This is an optimization exercise on Yosys and OpenROAD, whose aim is small area, a short achievable clock period and few clock cycles per item, not a production implementation. Function was checked by simulation only, so behaviour that the tests miss may differ from the original. Power figures rest on the tool's default switching activity, not on a simulated workload.

`flow/design.v`:
```
package ssec_pkg;
  localparam int TILE_PX                = 16;
  localparam int SPRITE_SLOTS           = 64;
  localparam int SQUARE_SLOTS           = 256;
  localparam int MAX_SQUARES_PER_SPRITE = 64;
  localparam int ActionW  = 2;
  localparam int SprIdW   = 6;
  localparam int PosW     = 16;
  localparam int LayerW   = 8;
  localparam int PixW     = 12;
  localparam int SqIdW    = 8;
  localparam int CntW     = 7;
  localparam int CfgW     = 8;
  localparam int CfgIdxW  = 1;
  localparam int OutPosW  = 16;
  localparam int InDataW  = 112;
  localparam int OutDataW = 56;
  localparam int SqAddrW  = $clog2(SQUARE_SLOTS);
  localparam int ProdW    = PosW + $clog2(TILE_PX) + 1;
  localparam int CoordW   = PosW + $clog2(TILE_PX);
  localparam logic signed [CoordW-1:0] NegTile = CoordW'(-TILE_PX);
  localparam logic [ActionW-1:0] ActPush   = 2'd0;
  localparam logic [ActionW-1:0] ActHeader = 2'd1;
  localparam logic [ActionW-1:0] ActOffset = 2'd2;
  localparam logic [CfgIdxW-1:0] CfgViewWidth  = 1'd0;
  localparam logic [CfgIdxW-1:0] CfgViewHeight = 1'd1;
  typedef struct packed {
    logic [CntW-1:0]  count;
    logic [SqIdW-1:0] base;
    logic [PixW-1:0]  width;
  } hdr_t;
  typedef struct packed {
    logic [PixW-1:0] y;
    logic [PixW-1:0] x;
  } off_t;
  typedef struct packed {
    logic [OutPosW-1:0] x;
    logic [OutPosW-1:0] y;
    logic [SqIdW-1:0]   id;
  } sq_word_t;
endpackage
module sprite_square_expand_cull_core (
  input  logic                            clk_i,
  input  logic                            rst_ni,
  input  logic                            cfg_we_i,
  input  logic [ssec_pkg::CfgIdxW-1:0]    cfg_idx_i,
  input  logic [ssec_pkg::CfgW-1:0]       cfg_wdata_i,
  input  logic                            s_axis_tvalid,
  output logic                            s_axis_tready,
  input  logic [ssec_pkg::InDataW-1:0]    s_axis_tdata,
  input  logic [ssec_pkg::ActionW-1:0]    s_axis_tuser,
  output logic                            m_axis_tvalid,
  input  logic                            m_axis_tready,
  output logic [ssec_pkg::OutDataW-1:0]   m_axis_tdata,
  output logic                            m_axis_tlast
);
  localparam int TILE_PX = ssec_pkg::TILE_PX;
  localparam int SPRITE_SLOTS = ssec_pkg::SPRITE_SLOTS;
  localparam int SQUARE_SLOTS = ssec_pkg::SQUARE_SLOTS;
  localparam int MAX_SQUARES_PER_SPRITE = ssec_pkg::MAX_SQUARES_PER_SPRITE;
  localparam int ActionW = ssec_pkg::ActionW;
  localparam int SprIdW = ssec_pkg::SprIdW;
  localparam int PosW = ssec_pkg::PosW;
  localparam int LayerW = ssec_pkg::LayerW;
  localparam int PixW = ssec_pkg::PixW;
  localparam int SqIdW = ssec_pkg::SqIdW;
  localparam int CntW = ssec_pkg::CntW;
  localparam int CfgW = ssec_pkg::CfgW;
  localparam int CfgIdxW = ssec_pkg::CfgIdxW;
  localparam int OutPosW = ssec_pkg::OutPosW;
  localparam int SqAddrW = ssec_pkg::SqAddrW;
  localparam int ProdW = ssec_pkg::ProdW;
  localparam int CoordW = ssec_pkg::CoordW;
  localparam logic signed [CoordW-1:0] NegTile = ssec_pkg::NegTile;
  localparam logic [ActionW-1:0] ActPush = ssec_pkg::ActPush;
  localparam logic [ActionW-1:0] ActHeader = ssec_pkg::ActHeader;
  localparam logic [ActionW-1:0] ActOffset = ssec_pkg::ActOffset;
  localparam logic [CfgIdxW-1:0] CfgViewWidth = ssec_pkg::CfgViewWidth;
  localparam logic [CfgIdxW-1:0] CfgViewHeight = ssec_pkg::CfgViewHeight;
  typedef ssec_pkg::hdr_t hdr_t;
  typedef ssec_pkg::off_t off_t;
  typedef ssec_pkg::sq_word_t sq_word_t;
  localparam logic [2:0] StIdle  = 3'd0;
  localparam logic [2:0] StHdr   = 3'd1;
  localparam logic [2:0] StFetch = 3'd2;
  localparam logic [2:0] StEval  = 3'd3;
  localparam logic [2:0] StFlush = 3'd4;
  logic [SprIdW-1:0]       in_id;
  logic signed [PosW-1:0]  in_pos_x, in_pos_y;
  logic [LayerW-1:0]       in_layer;
  logic                    in_flip;
  logic [PixW-1:0]         in_width;
  logic [SqIdW-1:0]        in_base;
  logic [CntW-1:0]         in_count;
  logic [SqIdW-1:0]        in_sq_index;
  logic [PixW-1:0]         in_off_x, in_off_y;
  assign in_id       = s_axis_tdata[5:0];
  assign in_pos_x    = s_axis_tdata[21:6];
  assign in_pos_y    = s_axis_tdata[37:22];
  assign in_layer    = s_axis_tdata[45:38];
  assign in_flip     = s_axis_tdata[46];
  assign in_width    = s_axis_tdata[58:47];
  assign in_base     = s_axis_tdata[66:59];
  assign in_count    = s_axis_tdata[73:67];
  assign in_sq_index = s_axis_tdata[81:74];
  assign in_off_x    = s_axis_tdata[93:82];
  assign in_off_y    = s_axis_tdata[105:94];
  logic [2:0] state_q, state_d;
  logic       in_acc;
  assign s_axis_tready = (state_q == StIdle);
  assign in_acc        = s_axis_tvalid && s_axis_tready;
  logic [CfgW-1:0] view_w_q, view_h_q;
  always_ff @(posedge clk_i or negedge rst_ni) begin
    if (!rst_ni) begin
      view_w_q <= CfgW'(20);
      view_h_q <= CfgW'(15);
    end else if (cfg_we_i) begin
      case (cfg_idx_i)
        CfgViewWidth:  view_w_q <= cfg_wdata_i;
        CfgViewHeight: view_h_q <= cfg_wdata_i;
        default: ;
      endcase
    end
  end
  logic [SPRITE_SLOTS-1:0] spr_valid_q;
  logic [CntW+SqIdW+PixW-1:0] hdr_mem [0:SPRITE_SLOTS-1];
  logic [2*PixW-1:0]           off_mem [0:SQUARE_SLOTS-1];
  hdr_t                    hdr_rd_q;
  off_t                    off_rd_q;
  logic [CntW-1:0]         cnt_sat;
  logic                    hdr_wr, off_wr;
  assign cnt_sat = (int'(in_count) > MAX_SQUARES_PER_SPRITE) ?
                   CntW'(MAX_SQUARES_PER_SPRITE) : in_count;
  assign hdr_wr  = in_acc && (s_axis_tuser == ActHeader) && (int'(in_id) < SPRITE_SLOTS);
  assign off_wr  = in_acc && (s_axis_tuser == ActOffset) && (int'(in_sq_index) < SQUARE_SLOTS);
  always_ff @(posedge clk_i or negedge rst_ni) begin
    if (!rst_ni) begin
      spr_valid_q <= '0;
    end else if (hdr_wr) begin
      spr_valid_q[in_id] <= 1'b1;
    end
  end
  always_ff @(posedge clk_i) begin
    if (hdr_wr) begin
      hdr_mem[in_id] <= {cnt_sat, in_base, in_width};
    end
    if (state_q == StIdle) begin
      hdr_rd_q <= hdr_mem[in_id];
    end
  end
  logic [SqIdW-1:0] sq_q, sq_d;
  always_ff @(posedge clk_i) begin
    if (off_wr) begin
      off_mem[in_sq_index[SqAddrW-1:0]] <= {in_off_y, in_off_x};
    end
    if (state_q == StFetch) begin
      off_rd_q <= off_mem[sq_q[SqAddrW-1:0]];
    end
  end
  logic signed [ProdW-1:0]  prod_x, prod_y, bias_x, bias_y;
  logic signed [CoordW-1:0] pix_x, pix_y;
  assign prod_x = ProdW'(in_pos_x) * $signed(ProdW'(TILE_PX));
  assign prod_y = ProdW'(in_pos_y) * $signed(ProdW'(TILE_PX));
  assign bias_x = prod_x[ProdW-1] ? ProdW'(15) : '0;
  assign bias_y = prod_y[ProdW-1] ? ProdW'(15) : '0;
  assign pix_x  = CoordW'((prod_x + bias_x) >>> 4);
  assign pix_y  = CoordW'((prod_y + bias_y) >>> 4);
  logic                     hit_q;
  logic signed [CoordW-1:0] px0_q, py0_q, basex_q, basex_d;
  logic [LayerW-1:0]        layer_q;
  logic                     flip_q;
  logic [CntW-1:0]          cnt_q, cnt_d, idx_q, idx_d;
  always_ff @(posedge clk_i) begin
    if (in_acc) begin
      px0_q   <= pix_x;
      py0_q   <= pix_y;
      layer_q <= in_layer;
      flip_q  <= in_flip;
    end
    basex_q <= basex_d;
    cnt_q   <= cnt_d;
  end
  always_ff @(posedge clk_i or negedge rst_ni) begin
    if (!rst_ni) begin
      hit_q <= 1'b0;
    end else if (in_acc) begin
      hit_q <= (s_axis_tuser == ActPush) && (int'(in_id) < SPRITE_SLOTS) && spr_valid_q[in_id];
    end
  end
  logic signed [CoordW-1:0] lim_x, lim_y, ofs_x, ofs_y, cur_x, cur_y;
  logic                     visible;
  assign lim_x   = CoordW'((int'(view_w_q) + 1) * TILE_PX);
  assign lim_y   = CoordW'((int'(view_h_q) + 1) * TILE_PX);
  assign ofs_x   = $signed({{(CoordW-PixW){1'b0}}, off_rd_q.x});
  assign ofs_y   = $signed({{(CoordW-PixW){1'b0}}, off_rd_q.y});
  assign cur_x   = flip_q ? (basex_q - ofs_x) : (basex_q + ofs_x);
  assign cur_y   = py0_q + ofs_y;
  assign visible = (cur_x > NegTile) && (cur_x < lim_x) &&
                   (cur_y > NegTile) && (cur_y < lim_y);
  sq_word_t         pend_q, pend_d, out_q, out_d;
  logic             pend_vld_q, pend_vld_d, out_vld_q, out_vld_d;
  logic             out_last_q, out_last_d;
  logic [LayerW-1:0] out_layer_q, out_layer_d;
  logic             out_flip_q, out_flip_d;
  logic             out_free;
  assign out_free = !out_vld_q || m_axis_tready;
  always_comb begin
    state_d     = state_q;
    sq_d        = sq_q;
    idx_d       = idx_q;
    cnt_d       = cnt_q;
    basex_d     = basex_q;
    pend_d      = pend_q;
    pend_vld_d  = pend_vld_q;
    out_d       = out_q;
    out_last_d  = out_last_q;
    out_layer_d = out_layer_q;
    out_flip_d  = out_flip_q;
    out_vld_d   = out_vld_q && !m_axis_tready;
    case (state_q)
      StIdle: begin
        if (in_acc && (s_axis_tuser == ActPush)) begin
          state_d = StHdr;
        end
      end
      StHdr: begin
        cnt_d   = hdr_rd_q.count;
        sq_d    = hdr_rd_q.base;
        idx_d   = '0;
        basex_d = flip_q ?
                  (px0_q + $signed({{(CoordW-PixW){1'b0}}, hdr_rd_q.width}) - $signed(CoordW'(TILE_PX)))
                  : px0_q;
        if (!hit_q || (hdr_rd_q.count == '0)) begin
          state_d = StIdle;
        end else begin
          state_d = StFetch;
        end
      end
      StFetch: begin
        state_d = StEval;
      end
      StEval: begin
        if (!(visible && pend_vld_q && !out_free)) begin
          if (visible) begin
            if (pend_vld_q) begin
              out_d       = pend_q;
              out_last_d  = 1'b0;
              out_layer_d = layer_q;
              out_flip_d  = flip_q;
              out_vld_d   = 1'b1;
            end
            pend_d     = {cur_x[OutPosW-1:0], cur_y[OutPosW-1:0], sq_q};
            pend_vld_d = 1'b1;
          end
          sq_d  = sq_q + SqIdW'(1);
          idx_d = idx_q + CntW'(1);
          state_d = (idx_d == cnt_q) ? StFlush : StFetch;
        end
      end
      StFlush: begin
        if (!pend_vld_q) begin
          state_d = StIdle;
        end else if (out_free) begin
          out_d       = pend_q;
          out_last_d  = 1'b1;
          out_layer_d = layer_q;
          out_flip_d  = flip_q;
          out_vld_d   = 1'b1;
          pend_vld_d  = 1'b0;
          state_d     = StIdle;
        end
      end
      default: begin
        state_d = StIdle;
      end
    endcase
  end
  always_ff @(posedge clk_i or negedge rst_ni) begin
    if (!rst_ni) begin
      state_q    <= StIdle;
      pend_vld_q <= 1'b0;
      out_vld_q  <= 1'b0;
    end else begin
      state_q    <= state_d;
      pend_vld_q <= pend_vld_d;
      out_vld_q  <= out_vld_d;
    end
  end
  always_ff @(posedge clk_i) begin
    sq_q        <= sq_d;
    idx_q       <= idx_d;
    pend_q      <= pend_d;
    out_q       <= out_d;
    out_last_q  <= out_last_d;
    out_layer_q <= out_layer_d;
    out_flip_q  <= out_flip_d;
  end
  assign m_axis_tvalid = out_vld_q;
  assign m_axis_tlast  = out_last_q;
  assign m_axis_tdata  = {7'd0, out_flip_q, out_q.id, out_layer_q, out_q.y, out_q.x};
endmodule
```
`flow/run.sh`:
```
#!/bin/bash
# synth_recipe.tcl (not shown) runs the flow's synth.tcl, then flattens the netlist and writes it again
# the make line also repeats each setting of config.mk as NAME=value (left out here)
make -C /OpenROAD-flow-scripts/flow DESIGN_CONFIG=/design/flow/config.mk WORK_HOME=/design/flow/orfs CLKGATE_MAP_FILE= SYNTH_SCRIPT=/design/flow/synth_recipe.tcl finish
```
`flow/config.mk`:
```
export PLATFORM = sky130hd
export DESIGN_NAME = sprite_square_expand_cull_core
export DESIGN_NICKNAME = sprite_square_expand_cull_core
export VERILOG_FILES = /design/flow/design.v
export SDC_FILE = /design/flow/constraint.sdc
export NUM_CORES = 4
export LEC_CHECK = 0
export CAP_MARGIN = 20
export CORE_MARGIN = 2
export CORE_UTILIZATION = 45
export SLEW_MARGIN = 20
export SYNTH_MEMORY_MAX_BITS = 16384
```
`flow/constraint.sdc`:
```
create_clock -name core_clock -period 6.5 [get_ports {clk_i}]
set_input_delay 1.3000 -clock core_clock [delete_from_list [all_inputs] [get_ports {clk_i}]]
set_output_delay 1.3000 -clock core_clock [all_outputs]
set_load 0.01 [all_outputs]
```
==> summary.txt <==
==> cell families (layout without fill, tap and decap cells) <==
family | Yosys count | after routing | synth area share
buf+inv | 815 | 2468 | 0.01038
other cells | 1 | 44 | 0.00001208
mux | 2071 | 2071 | 0.1490
xor+xnor | 80 | 80 | 0.002257
fa+ha+maj | 85 | 85 | 0.003499
simple gates | 780 | 780 | 0.01147
compound gates | 1367 | 1367 | 0.03333
flops | 8181 | 8181 | 0.7900
==> where the power goes <==
group | total [uW] | leakage [uW] | switching (uW) | internal (uW)
sequential | 58900 | 0.0740 | 304 | 58600
combinational | 22500 | 0.0227 | 13300 | 9230
clock | 45400 | 0.0124 | 20100 | 25300
==> layout make-up <==
type | instances | area [sq um]
fill | 53030 | 331800
multi-input combinational | 4390 | 64560
clock buffer | 1029 | 21340
antenna | 37 | 92.59
inverter | 70 | 264.0
sequential | 8181 | 245200
timing repair buffer | 903 | 9410
clock inverter | 466 | 4209
tap | 9210 | 11520
==> metrics by stage <==
| step | util | hold WS, ns | power, uW | instance area [sq um] |
|---|---|---|---|---|
| 3_3_place_gp | 0.4807 | 0.4009 | 82770 | 330900 |
| 5_1_grt | 0.5179 | 0.3914 | 130400 | 356600 |
| 4_1_cts | 0.5179 | 0.3858 | 127800 | 356500 |
| 3_5_place_dp | 0.4807 | 0.4045 | 82850 | 331000 |
| 6_report | 0.5181 | 0.3867 | 126800 | 356600 |
| 2_1_floorplan | - | 0.4003 | 72940 | 310500 |
==> worst min-delay path by stage <==
stage	from	cells past startpoint	to
3_5_place_dp	layer_q[1]$_DFFE_PP_	0	out_layer_q[1]$_DFFE_PP_
5_1_grt	layer_q[4]$_DFFE_PP_	0	out_layer_q[4]$_DFFE_PP_
4_1_cts	layer_q[4]$_DFFE_PP_	0	out_layer_q[4]$_DFFE_PP_
3_3_place_gp	layer_q[7]$_DFFE_PP_	0	out_layer_q[7]$_DFFE_PP_
6_report	layer_q[2]$_DFFE_PP_	0	out_layer_q[2]$_DFFE_PP_
2_1_floorplan	layer_q[0]$_DFFE_PP_	0	out_layer_q[0]$_DFFE_PP_
==> what timing repair did <==
action | in CTS | in global routing
hold endpoints to repair | 10 | 0
endpoints found under the setup margin | 0 | 63
hold buffers | 1 | 0
gates resized for setup | 0 | 3
==> registers in the layout, indices dropped and copies added (netlist names), 19 cells and up <==
name / count
basex_q: 19
out_q: 40
spr_valid_q: 64
off_mem: 6144
pend_q: 40
off_rd_q: 24
hdr_mem: 1728
hdr_rd_q: 27
==> metal layers <==
metal	track usage	wire length, um
met5	0	272
met4	0.06751	26530
met3	0.03758	71240
met2	0.3976	421800
met1	0.3444	340800
==> critical path, stage by stage, from the launching register on <==
cell	delay, ns
edfxtp_1	0.43
nor3_1	0.42
nand2_1	0.12
nor2_2	0.24
nor2_1	0.09
xnor2_1	0.14
ha_1	0.35
a21oi_1	0.37
nand2_1	0.12
a21boi_0	0.15
xor2_1	0.34
ha_1	0.31
o21a_1	0.11
nor2_1	0.12
a2111oi_0	0.07
or2_2	0.34
o21a_1	0.21
a211o_1	0.30
nor4bb_2	0.51
buf_4	0.20
nor2_1	0.12
o21ai_4	0.29
buf_12	0.26
==> cell usage in the layout (no fill, tap or decap), types with 82 or more instances in the layout <==
cell and count:
edfxtp_1 8095, mux4_2 2038, clkbuf_16 819, a22oi_1 695, buf_4 555, nor2_4 281, clkbuf_1 204, clkinv_1 192
buf_12 174, clkinv_2 137, clkdlybuf4s50_1 127, a41oi_1 106, nand2_1 105, a31oi_1 105, a221oi_1 103, a22o_1 103
ha_1 82
==> run_results.csv <==
group,metric,value,unit
outcome,status,"complete, no violations",
critical_path,rr_endpoint,"out_q[12]$_DFFE_PP_",
grt,grt_pass1_vias,147300,
floorplan,dieArea,0.6965,sq mm
synthesis,synth_cells,13380,
placed_design,port_buffers,173,
synthesis,yosysSeqAreaShare,0.7900,
floorplan,ios,187,
flow_run,cap_violations,0,
critical_path,path_class,"register to register",
synthesis,ys_warn_count,1,
critical_path,ff2ff_path_depth,22,
clocking,htree_num_levels,6,
route,drt-vias-per-instance,6.201,
clocking,clock_sinks,8181,
synthesis,syn_area,0.3104,sq mm
timing,rsz0062_at_grt,"false",
timing,finalSetupViolations,0,
clocking,post-cts-setup-buffers,0,
clocking,cts_max_path_buffers,4,
timing,hold_viol,0,
synthesis,yosysMostFrequentCell,"edfxtp_1",
synthesis,synth_flop_cell,"edfxtp_1",
critical_path,startpoint,"off_rd_q[1]$_DFFE_PP_",
synthesis,synth_area_per_cell,23.20,sq um
grt,grt_use_total,0.2432,
layout,drive_above_1_share,0.2879,
critical_path,cp.arrival,6.92,ns
placed_design,gp_congestion,0.8278,
critical_path,worstReg2RegStart,"off_rd_q[1]$_DFFE_PP_",
timing,tightest_slew,1.313,ns
clocking,insertion_delay,1.17,ns
grt,grt_pass1_wl,1192000,um
layout,fin_cells,24290,
placed_design,dp.final_hpwl,501000,um
timing,setup_tns,0,ns
critical_path,crit_path_end,"out_q[12]$_DFFE_PP_",
clocking,cts_tree,"done",
critical_path,critPathMaxFanout,48,
timing,fmax,0.1638,GHz
critical_path,crit_required,7.31,ns
route,via_count,150600,
timing,maxSlewViolCount,0,
route,drt-total-wl,860600,um
floorplan,die_h,834.6,um
route,wl_per_cell,35.44,um
power,leakagePower,0.1091,uW
synthesis,synth.distinct_cells,75,
floorplan,initial_core_util,0.4509,
synthesis,synth_top_cell_area_share,0.7831,
power,max-vdd-ir-drop,341.6,uV
route,ant_nets,0,
clocking,cts_made_buffers,813,
grt,grt_overflow_total,0,
timing,fin_crit_sh,0.9392,
power,power_density,355.6,mW/mm^2
placed_design,dp_cells,22750,
synthesis,ys_top_cells_by_count,"edfxtp_1, mux4_2, a22oi_1, clkbuf_1, nor2_1",
floorplan,row_count,305,
timing,fin_skew,0.1408,ns
synthesis,synth.top_cells.by_area,"edfxtp_1, mux4_2, a22oi_1",
critical_path,cp-end-kind,"register",
synthesis,synth_largest_area_cell,"edfxtp_1",
critical_path,critPathLaunchType,"register",
min_path,hold_path.class,"register to register",
grt,antenna_found_initial,91,
clocking,clk_pin_slew_worst_paths,0.07,ns
synthesis,synth.ff_latch_count,8181,
layout,final_nets,14570,
timing,setup_slack,0.3953,ns
layout,synthToLayoutAreaGrowth,14.89,%
synthesis,ys_async_sr_fraction,0.01051,
placed_design,preCtsSetupSlack,0.1379,ns
route,dr.pass1.iters,6,
critical_path,regToRegSetupSlack,0.40,ns
clocking,root_buffer,"clkbuf_16",
timing,slew_headroom,0.1247,
synthesis,synth-edff-count,8095,
grt,grt_max_degree,185,
route,drc,0,
floorplan,die_x,834.6,um
timing,period_needed,6.105,ns
route,drt_iter0_drc,20750,
floorplan,fp.coreArea,0.6884,sq mm
Testbench counts, summed over its fixed seeds: cycles 74,179, squares 25,595.

[static timing again, ports no longer ideal]
The results above use ideal ports. As a check the final layout listed here was re-extracted and re-timed, cells and wires unchanged. Step 1 (the two cells are an assumption about what drives the block):
set clk [get_ports {clk_i}]
set_driving_cell -lib_cell sky130_fd_sc_hd__clkbuf_16 $clk
set_driving_cell -lib_cell sky130_fd_sc_hd__buf_2 [delete_from_list [all_inputs] $clk]
Step 2 also shifts input and output timing later by t, the mid clock arrival at the registers, as if the neighbouring blocks saw the same clock. Three values: no drivers, after step 1, after step 2; two values: the first two.
t (ns): 1.244
slack for setup (ns): 0.395 / 0.395 / 0.395
hold slack, ns: 0.387 / 0.387 / 0.387
worst setup path after step 2: register to register
worst register clock-pin slew, ns: 0.07 / 0.07
After both steps setup and hold are still met in this run. For this run, drivers alone change the setup slack by 0.000 ns; drivers and shift together by 0.000 ns.
